What follows belongs to an exercise in optimizing a design on an open flow for small area, a short achievable clock period and few clock cycles per item; a production flow would make more cautious choices.
Only simulation tests tie the RTL to the original design; equivalence was not proved.
No activity file was given, so power comes from the tool's default toggle rates.

## config.mk

```make
export PLATFORM = sky130hd
export DESIGN_NAME = thumb_load_store_unit
export DESIGN_NICKNAME = thumb_load_store_unit
export VERILOG_FILES = /design/flow/design.v
export SDC_FILE = /design/flow/constraint.sdc
export NUM_CORES = 4
export LEC_CHECK = 0
export CAP_MARGIN = 20
export CORE_MARGIN = 2
export CORE_UTILIZATION = 50
export SETUP_SLACK_MARGIN = 2.2
export SLEW_MARGIN = 20
```

## constraint.sdc

```tcl
create_clock -name core_clock -period 5.5 [get_ports {clk}]
set_input_delay 1.1000 -clock core_clock [delete_from_list [all_inputs] [get_ports {clk}]]
set_output_delay 1.1000 -clock core_clock [all_outputs]
set_load 0.01 [all_outputs]
```

## design.v

```verilog
package tlsu_pkg;
  localparam logic [1:0] CMD_EXEC  = 2'd0;
  localparam logic [1:0] CMD_RET   = 2'd1;
  localparam logic [1:0] CMD_WRREG = 2'd2;
  localparam logic [1:0] CMD_RDREG = 2'd3;
  localparam logic [1:0] KIND_WRITE  = 2'd0;
  localparam logic [1:0] KIND_READ   = 2'd1;
  localparam logic [1:0] KIND_REPORT = 2'd2;
  localparam logic [1:0] KIND_ERROR  = 2'd3;
  localparam logic [3:0] REG_SP = 4'd13;
  localparam logic [3:0] REG_LR = 4'd14;
  localparam logic [3:0] REG_PC = 4'd15;
  localparam int unsigned PEND_DEPTH = 9;
  typedef struct packed {
    logic [1:0]  command;
    logic [15:0] instr;
    logic [3:0]  reg_index;
    logic [31:0] data;
  } in_item_t;
  typedef struct packed {
    logic [1:0]  kind;
    logic [31:0] address;
    logic [31:0] write_data;
    logic        byte_write;
    logic        branched;
    logic        thumb_state;
    logic        last;
  } out_item_t;
endpackage
module thumb_load_store_unit (
  input  logic        clk,
  input  logic        rst,
  input  logic        push,
  input  logic [53:0] item,
  output logic        full,
  output logic        empty,
  input  logic        pop,
  output logic [69:0] result
);
  logic [31:0] r [8];
  logic [31:0] sp, lr, pc;
  logic        tbit;
  logic [8:0]  pmask;    
  logic [1:0]  poff;     
  logic        ov;
  logic [1:0]  res_k;
  logic [21:0] res_ah;
  logic [9:0]  res_al;
  logic        res_c, res_bw, res_br, res_l;
  logic [10:0] rws, rwh;    
  logic        pb;       
  logic [8:0]  plist;    
  logic        pmode;    
  wire acc  = push & ~full;
  wire step = pb & (~ov | pop);
  wire [1:0]  cmd = item[53:52];
  wire [15:0] ins = item[51:36];
  wire [3:0]  idx = item[35:32];
  wire [31:0] d   = item[31:0];
  wire pend   = |pmask;
  wire c_exec = (cmd == tlsu_pkg::CMD_EXEC);
  wire c_ret  = (cmd == tlsu_pkg::CMD_RET);
  wire c_wr   = (cmd == tlsu_pkg::CMD_WRREG);
  wire c_rd   = (cmd == tlsu_pkg::CMD_RDREG);
  wire e_ldrpc = (ins[15:11] == 5'b01001);
  wire e_str   = (ins[15:11] == 5'b01100);
  wire e_ldr   = (ins[15:11] == 5'b01101);
  wire e_strb  = (ins[15:11] == 5'b01110);
  wire e_strsp = (ins[15:11] == 5'b10010);
  wire e_ldrsp = (ins[15:11] == 5'b10011);
  wire e_pp    = (ins[15:12] == 4'hB) && (ins[10:9] == 2'd2);
  wire x_exec = c_exec & ~pend;    
  wire x_ldr  = x_exec & (e_ldrpc | e_ldr | e_ldrsp);
  wire x_st   = x_exec & (e_str | e_strb | e_strsp);
  wire x_pop  = x_exec & e_pp & ins[11] & (ins[8:0] != 9'd0);
  wire x_push = x_exec & e_pp & ~ins[11] & (ins[8:0] != 9'd0);
  wire x_none = x_exec & e_pp & (ins[8:0] == 9'd0);   
  wire x_ret  = c_ret & pend;
  wire reg_ok = ~idx[3] | (idx == 4'd13) | (idx == 4'd14) | (idx == 4'd15);
  wire x_wr   = c_wr & reg_ok;
  wire x_rd   = c_rd & reg_ok;
  wire [8:0] list = pb ? plist : ins[8:0];
  wire       mode = pb ? pmode : ins[11];
  logic [8:0] hi_1h;     
  always_comb begin
    hi_1h = 9'd0;
    for (int i = 0; i <= 8; i++) if (list[i]) hi_1h = 9'd1 << i;
  end
  wire [8:0] list_lo_cleared = list & (list - 9'd1);
  wire [8:0] list_hi_cleared = list & ~hi_1h;
  wire [8:0] list_next = mode ? list_lo_cleared : list_hi_cleared;
  wire       pp_last   = (list_next == 9'd0);
  wire [29:0] sp_inc = sp[31:2] + 30'd1;
  wire [29:0] sp_dec = sp[31:2] - 30'd1;
  wire [31:0] pp_addr = {mode ? sp[31:2] : sp_dec, 2'b00};
  wire [31:0] pp_sp   = {mode ? sp_inc : sp_dec, sp[1:0]};
  wire [10:0] push_ws = {1'b0, hi_1h[8], 1'b0, hi_1h[7:0]};   
  logic [8:0] ph_1h;
  always_comb begin
    ph_1h = 9'd0;
    for (int i = 8; i >= 0; i--) if (pmask[i]) ph_1h = 9'd1 << i;
  end
  wire       ret_pc = ph_1h[8];
  wire [8:0] pmask_next = pmask & ~ph_1h;
  wire [1:0]  rot = poff & {2{c_ret}};
  wire [31:0] wv8 = rot[0] ? {d[7:0], d[31:8]} : d;
  wire [31:0] wv  = rot[1] ? {wv8[15:0], wv8[31:16]} : wv8;
  wire [31:0] base = e_ldrpc ? pc : ins[15] ? sp : r[ins[5:3]];
  wire [9:0]  off  = e_strb ? {5'd0, ins[10:6]} : ins[15] | e_ldrpc ? {ins[7:0], 2'b00}
                                                                     : {3'd0, ins[10:6], 2'b00};
  wire [10:0] sum  = {1'b0, base[9:0]} + {1'b0, off};
  wire [9:0]  alo  = (e_strb | e_ldrpc) ? sum[9:0] : {sum[9:2], 2'b00};
  wire [7:0]  st_1h  = 8'd1 << (ins[15] ? ins[10:8] : ins[2:0]);
  logic [10:0] idx_ws;
  always_comb begin
    idx_ws = 11'd0;
    if (!idx[3]) idx_ws[idx[2:0]] = 1'b1;
    else if (idx == 4'd13) idx_ws[8] = 1'b1;
    else if (idx == 4'd14) idx_ws[9] = 1'b1;
    else if (idx == 4'd15) idx_ws[10] = 1'b1;
  end
  logic [1:0]  kind;
  logic [31:0] raddr;
  logic [10:0] rsel;
  logic        rbw, rbr, rlast, rcy;
  always_comb begin
    kind  = tlsu_pkg::KIND_ERROR;
    raddr = '0;
    rsel  = '0;
    rbw   = 1'b0;
    rbr   = 1'b0;
    rlast = 1'b1;
    rcy   = 1'b0;
    if (x_ldr | x_st) begin
      raddr = {base[31:10], alo};
      rcy   = sum[10];
    end
    if (x_pop | x_push) raddr = pp_addr;
    if (x_ldr | x_pop) begin
      kind  = tlsu_pkg::KIND_READ;
      rlast = ~x_pop | pp_last;
    end else if (x_st | x_push) begin
      kind  = tlsu_pkg::KIND_WRITE;
      rsel  = x_push ? push_ws : {3'd0, st_1h};
      rbw   = e_strb;
      rlast = ~x_push | pp_last;
    end else if (x_ret) begin
      kind  = tlsu_pkg::KIND_REPORT;
      raddr = {28'd0, ret_pc, ph_1h[4] | ph_1h[5] | ph_1h[6] | ph_1h[7] | ret_pc,
               ph_1h[2] | ph_1h[3] | ph_1h[6] | ph_1h[7] | ret_pc,
               ph_1h[1] | ph_1h[3] | ph_1h[5] | ph_1h[7] | ret_pc};
      rsel  = {ph_1h[8], 2'd0, ph_1h[7:0]};
      rbr   = ret_pc;
    end else if (x_wr | x_rd) begin
      kind  = tlsu_pkg::KIND_REPORT;
      raddr = {28'd0, idx};
      rsel  = idx_ws;
    end
  end
  logic [31:0] rv;
  always_comb begin
    rv[7:0]  = (rws[8] ? sp[7:0] : 8'd0) | (rws[9] ? lr[7:0] : 8'd0) | (rws[10] ? pc[7:0] : 8'd0);
    rv[31:8] = (rwh[8] ? sp[31:8] : 24'd0) | (rwh[9] ? lr[31:8] : 24'd0)
             | (rwh[10] ? pc[31:8] : 24'd0);
    for (int i = 0; i < 8; i++) begin
      rv[7:0]  = rv[7:0] | (rws[i] ? r[i][7:0] : 8'd0);
      rv[31:8] = rv[31:8] | (rwh[i] ? r[i][31:8] : 24'd0);
    end
  end
  assign full   = pb | (ov & ~pop);
  assign empty  = ~ov;
  assign result = {res_k, res_ah + {21'd0, res_c}, res_al,
                   rv, res_bw, res_br, tbit, res_l};
  wire [7:0] we_r  = {8{acc & c_wr & ~idx[3]}} & (8'd1 << idx[2:0])
                   | {8{acc & c_ret}} & ph_1h[7:0];
  wire       we_pc = acc & (c_wr & (idx == 4'd15) | c_ret & ph_1h[8]);
  wire       we_t  = acc & c_ret & ph_1h[8];
  wire       we_lr = acc & c_wr & (idx == 4'd14);
  wire       we_sp = acc & c_wr & (idx == 4'd13);
  wire       pp_go = step | acc & (x_pop | x_push);
  wire       rload = ~ov | pop;
  always_ff @(posedge clk) begin
    if (rload) begin
      if (pb) begin
        res_k  <= pmode ? tlsu_pkg::KIND_READ : tlsu_pkg::KIND_WRITE;
        {res_ah, res_al} <= pp_addr;
        res_c  <= 1'b0;
        rws    <= pmode ? 11'd0 : push_ws;
        rwh    <= pmode ? 11'd0 : push_ws;
        res_bw <= 1'b0;
        res_br <= 1'b0;
        res_l  <= pp_last;
      end else begin
        res_k  <= kind;
        {res_ah, res_al} <= raddr;
        res_c  <= rcy;
        rws    <= rsel;
        rwh    <= rbw ? 11'd0 : rsel;
        res_bw <= rbw;
        res_br <= rbr;
        res_l  <= rlast;
      end
    end
    if (rst) begin
      ov    <= 1'b0;
      pb    <= 1'b0;
      plist <= '0;
      pmode <= 1'b0;
      for (int i = 0; i < 8; i++) r[i] <= '0;
      sp    <= '0;
      lr    <= '0;
      pc    <= '0;
      tbit  <= 1'b1;
      pmask <= '0;
      poff  <= '0;
    end else begin
      if (rload) ov <= pb | push & ~x_none;
      for (int i = 0; i < 8; i++) if (we_r[i]) r[i] <= wv;
      if (we_pc) pc <= {wv[31:1], wv[0] & ~c_ret};
      if (we_t) tbit <= wv[0];
      if (we_lr) lr <= d;
      if (we_sp) sp <= d;
      else if (pp_go) sp <= pp_sp;
      if (pp_go) begin
        plist <= list_next;
        pb    <= ~pp_last;
      end
      if (acc) begin
        if (x_pop | x_push) pmode <= ins[11];
        if (x_ldr) begin
          pmask <= {1'b0, st_1h & {8{~e_ldrpc}} | (8'd1 << ins[10:8]) & {8{e_ldrpc}}};
          poff  <= e_ldrpc ? 2'd0 : sum[1:0];
        end
        if (x_pop) begin
          pmask <= ins[8:0];
          poff  <= 2'd0;
        end
        if (x_ret) pmask <= pmask_next;
      end
    end
  end
endmodule
```

## standard.sh

```bash
#!/bin/bash
# synth_recipe.tcl (not shown) runs the flow's synth.tcl, then flattens the netlist and writes it again
# the make line also repeats each setting of config.mk as NAME=value (left out here)
make -C /OpenROAD-flow-scripts/flow DESIGN_CONFIG=/design/flow/config.mk WORK_HOME=/design/flow/orfs CLKGATE_MAP_FILE= SYNTH_SCRIPT=/design/flow/synth_recipe.tcl "${@:-finish}"
```

## flow/run.sh

```bash
#!/bin/bash
# The standard layout (standard.sh, unchanged synthesis and steps), with one change: the
# buffers that buffer_ports puts on every input and output port are sky130_fd_sc_hd__buf_2
# instead of the resizer's default pick (a slow delay buffer, clkdlybuf4s50_1).
# make's full output goes to standard.log in this folder; ORFS's per-step logs stay under orfs/logs.
set -euo pipefail
bash standard.sh "BUFFER_PORTS_ARGS=-buffer_cell sky130_fd_sc_hd__buf_2" finish > standard.log 2>&1
```

==> run summary <==
==> cells by family (layout without fill, tap and decap cells) <==
group / Yosys count / in the layout
xor gates and xnor gates: 63 / 63
and+or+nand+nor: 1127 / 1128
buffers and inverters: 309 / 387
muxes: 186 / 186
AOI/OAI and AO/OA: 859 / 860
DFF: 436 / 436
other: 0 / 1
adders and majority gates: 23 / 23
==> where the power goes <==
group          total (mW)  switching, mW  internal [mW]
logic               0.858          0.602          0.256
registers            3.32         0.0553           3.27
clock network        3.53           1.46           2.07
==> cell type report <==
| class | instances | area (µm²) |
|---|---|---|
| clock buffers | 70 | 1450 |
| inverters | 47 | 184 |
| well taps | 615 | 769 |
| repair buffers | 251 | 1870 |
| multi-input cells | 2260 | 14400 |
| clock inverters | 19 | 272 |
| fillers | 4325 | 19700 |
| flip-flops and latches | 436 | 9330 |
| diodes | 1 | 2.50 |
==> what timing repair did <==
action                                 CTS  global route
pin swaps                               12            25
setup endpoints to repair              322           106
gates cloned                             2             1
gates resized for setup                 72            87
endpoints found under the hold margin    0             0
setup buffers                           25            29
==> metal layers <==
metal  vias up  share of wire  GRT usage
li1      11000              -          -
met1     12416           0.37      0.580
met2      2082           0.41      0.628
met3       447           0.15      0.145
met4         6          0.059      0.235
met5         -         0.0013          0
==> path summary, 6_finish.rpt <==
check | start | endpoint | slack [ns]
setup / recovery | rwh[5] | result[34] | 2.18
hold / removal | lr[13] | lr[13] | 0.46
setup reg to reg | pmask[4] | res_ah[2] | 2.19
hold reg to reg | lr[13] | lr[13] | 0.46
==> layout by cell type, fill, tap and decap left out, types with 39 or more instances in the layout <==
cell / n
nand2_1: 646
dfxtp_1: 375
a21oi_1: 352
nor2_1: 201
buf_2: 121
mux2i_1: 112
buf_4: 94
o21ai_0: 78
a22o_1: 75
nand3_1: 66
edfxtp_1: 60
a221oi_1: 57
o22ai_1: 52
clkbuf_16: 51
inv_1: 44
mux4_2: 42
xnor2_1: 39
==> critical path: stages, from the launching register on <==
cell and delay [ns]:
edfxtp_1 0.57, buf_6 0.24, buf_12 0.13, a222oi_1 0.34
nand3_1 0.14, buf_2 0.17
==> per-stage QoR <==
| stage | total power, mW | instance area (µm²) |
|---|---|---|
| after floorplan | 3.81 | 24600 |
| after global placement | 4.12 | 25300 |
| after detailed placement | 4.12 | 25300 |
| after CTS | 7.62 | 27600 |
| after global routing | 7.85 | 28300 |
| final | 7.71 | 28300 |
==> sequential cells by signal, summed over array words and instances (netlist names), 2 cells and up <==
| name | flops |
|---|---|
| poff | 2 |
| res_ah | 22 |
| r | 256 |
| res_k | 2 |
| sp | 32 |
| plist | 9 |
| pmask | 9 |
| rwh | 11 |
| lr | 32 |
| res_al | 10 |
| pc | 32 |
| rws | 11 |
==> results_dict.tcl <==
set metrics [dict create \
    status "finished clean" \
    avgSynthCellArea_um2 8.11 \
    synth_ff_type "dfxtp_1" \
    syn_to_final_growth_pct 16.1 \
    yosys_register_bits 436 \
    routedWlPerCell_um 30.7 \
    first_pass_iters 9 \
    cts_tree "yes" \
    die_area_um2 50500 \
    clock_sinks 436 \
    yosys.cell_types.count 75 \
    syn_nets 3084 \
    yosysSeqAreaShare 0.383 \
    synthAdderAreaFrac 0.0121 \
    synth-warning-count 2 \
    vias 25951 \
    min_path_type "flop to flop" \
    clock_latency_ns 0.63 \
    hold_depth 2 \
    grt_pass1_wl_um 162000 \
    slew_headroom 0.194 \
    rsz0062_at_grt "true" \
    end_kind "output port" \
    die_w_um 225 \
    synthTopCellsByCount "nand2_1, dfxtp_1, a21oi_1, nor2_1, clkbuf_1" \
    final_util 0.590 \
    htree_levels 2 \
    row_count 80 \
    synth_most_common_cell "nand2_1" \
    initial_core_util 0.508 \
    grt.total_usage 0.437 \
    synthSimpleGateAreaFrac 0.198 \
    setup_viol 0 \
    antenna_found_initial 1 \
    muxShareOfSynthArea 0.0991 \
    netlist.area_leader.share 0.309 \
    grt_pass1_vias 23849 \
    postRouteAntennaNets 0 \
    drc 0 \
    leakage_nw 10.1 \
    final_nets 3126 \
    max-vdd-ir-drop_mv 0.189 \
    clk_path_buf_depth 3 \
    drive_gt1_frac 0.169 \
    pre_cts_ws_ns 1.14 \
    gp_congestion 0.984 \
    synth-edff-count 60 \
    finalNonFillerCells 3699 \
    cap_violations 0 \
    root_buffer "clkbuf_16" \
    maxClockFrequency_mhz 301 \
    critPathArrivalTime_ns 2.22 \
    holdBufCountCts 0 \
    grt_start_max_net_pins 225 \
    hold_ws_ns 0.461 \
    worst_pin_slew_ns 1.21 \
    cts.clk_slew.worst_paths_ns 0.06 \
    finalHoldViolCount 0 \
    synth_compound_area_frac 0.233 \
    critical_path_peak_fanout 8 \
    synth_cells 3003 \
    gr-total-overflow 0 \
    portBuffers 129 \
    cts_buffers 49 \
    num_io_pins 130 \
    finClkSkew_ns 0.0178 \
    drt_first_iter_violations 4149 \
    fin_crit_sh 0.604 \
    synth_xor_area_frac 0.0226 \
    die_h_um 225 \
    path_class "flop to output port" \
    finalWirelength_um 114000 \
    layout_setup_ws_ns 2.18 \
    place_inst 3552 \
    fin_setup_tns_ns 0 \
    synthTopCellsByArea "dfxtp_1, nand2_1, edfxtp_1, a21oi_1, mux2i_1" \
    async_reset_ff_frac 0 \
    finalMaxSlewViolations 0 \
    core-area_um2 47900 \
    pwr_density_cell_nw_per_um2 273 \
    cp-start-kind "flop" \
    hpwl_um 72800 \
    r2r_cells 7 \
    viasPerCell 7.02 \
    required_ns 4.40 \
    synth_top_family_by_area "compound AO/OA/AOI/OAI gates" \
    post-route-min-period_ns 3.32 \
    synthesis.area_um2 24400 \
    synth_top_area_cell "dfxtp_1" \
]
Testbench counts, summed over its fixed seeds: cycles 6,017, items 4,194.

-- what the ideal ports hide --
The results above use ideal ports. As a check the final layout listed here was re-extracted and re-timed, cells and wires unchanged.
Step 1 sets driving cells, clkbuf_16 on the clock port and buf_2 on the other inputs (assumed; they add their load-dependent delay and slew).
Step 2 times the ports against the registers' clock, not the clock port: input delays grow and output delays shrink by t, the midpoint of the rising clock arrivals with the driver on.
a / b / c = ideal ports / drivers / drivers and shift; a / b = the first two.
t, ns: 0.679
setup slack, ns: 2.181 / 2.109 / 1.430
cell pins on the clock port's net: 1
After both steps this run still meets setup and hold. For this run, drivers alone change the setup slack by -0.072 ns; drivers and shift together by -0.751 ns.
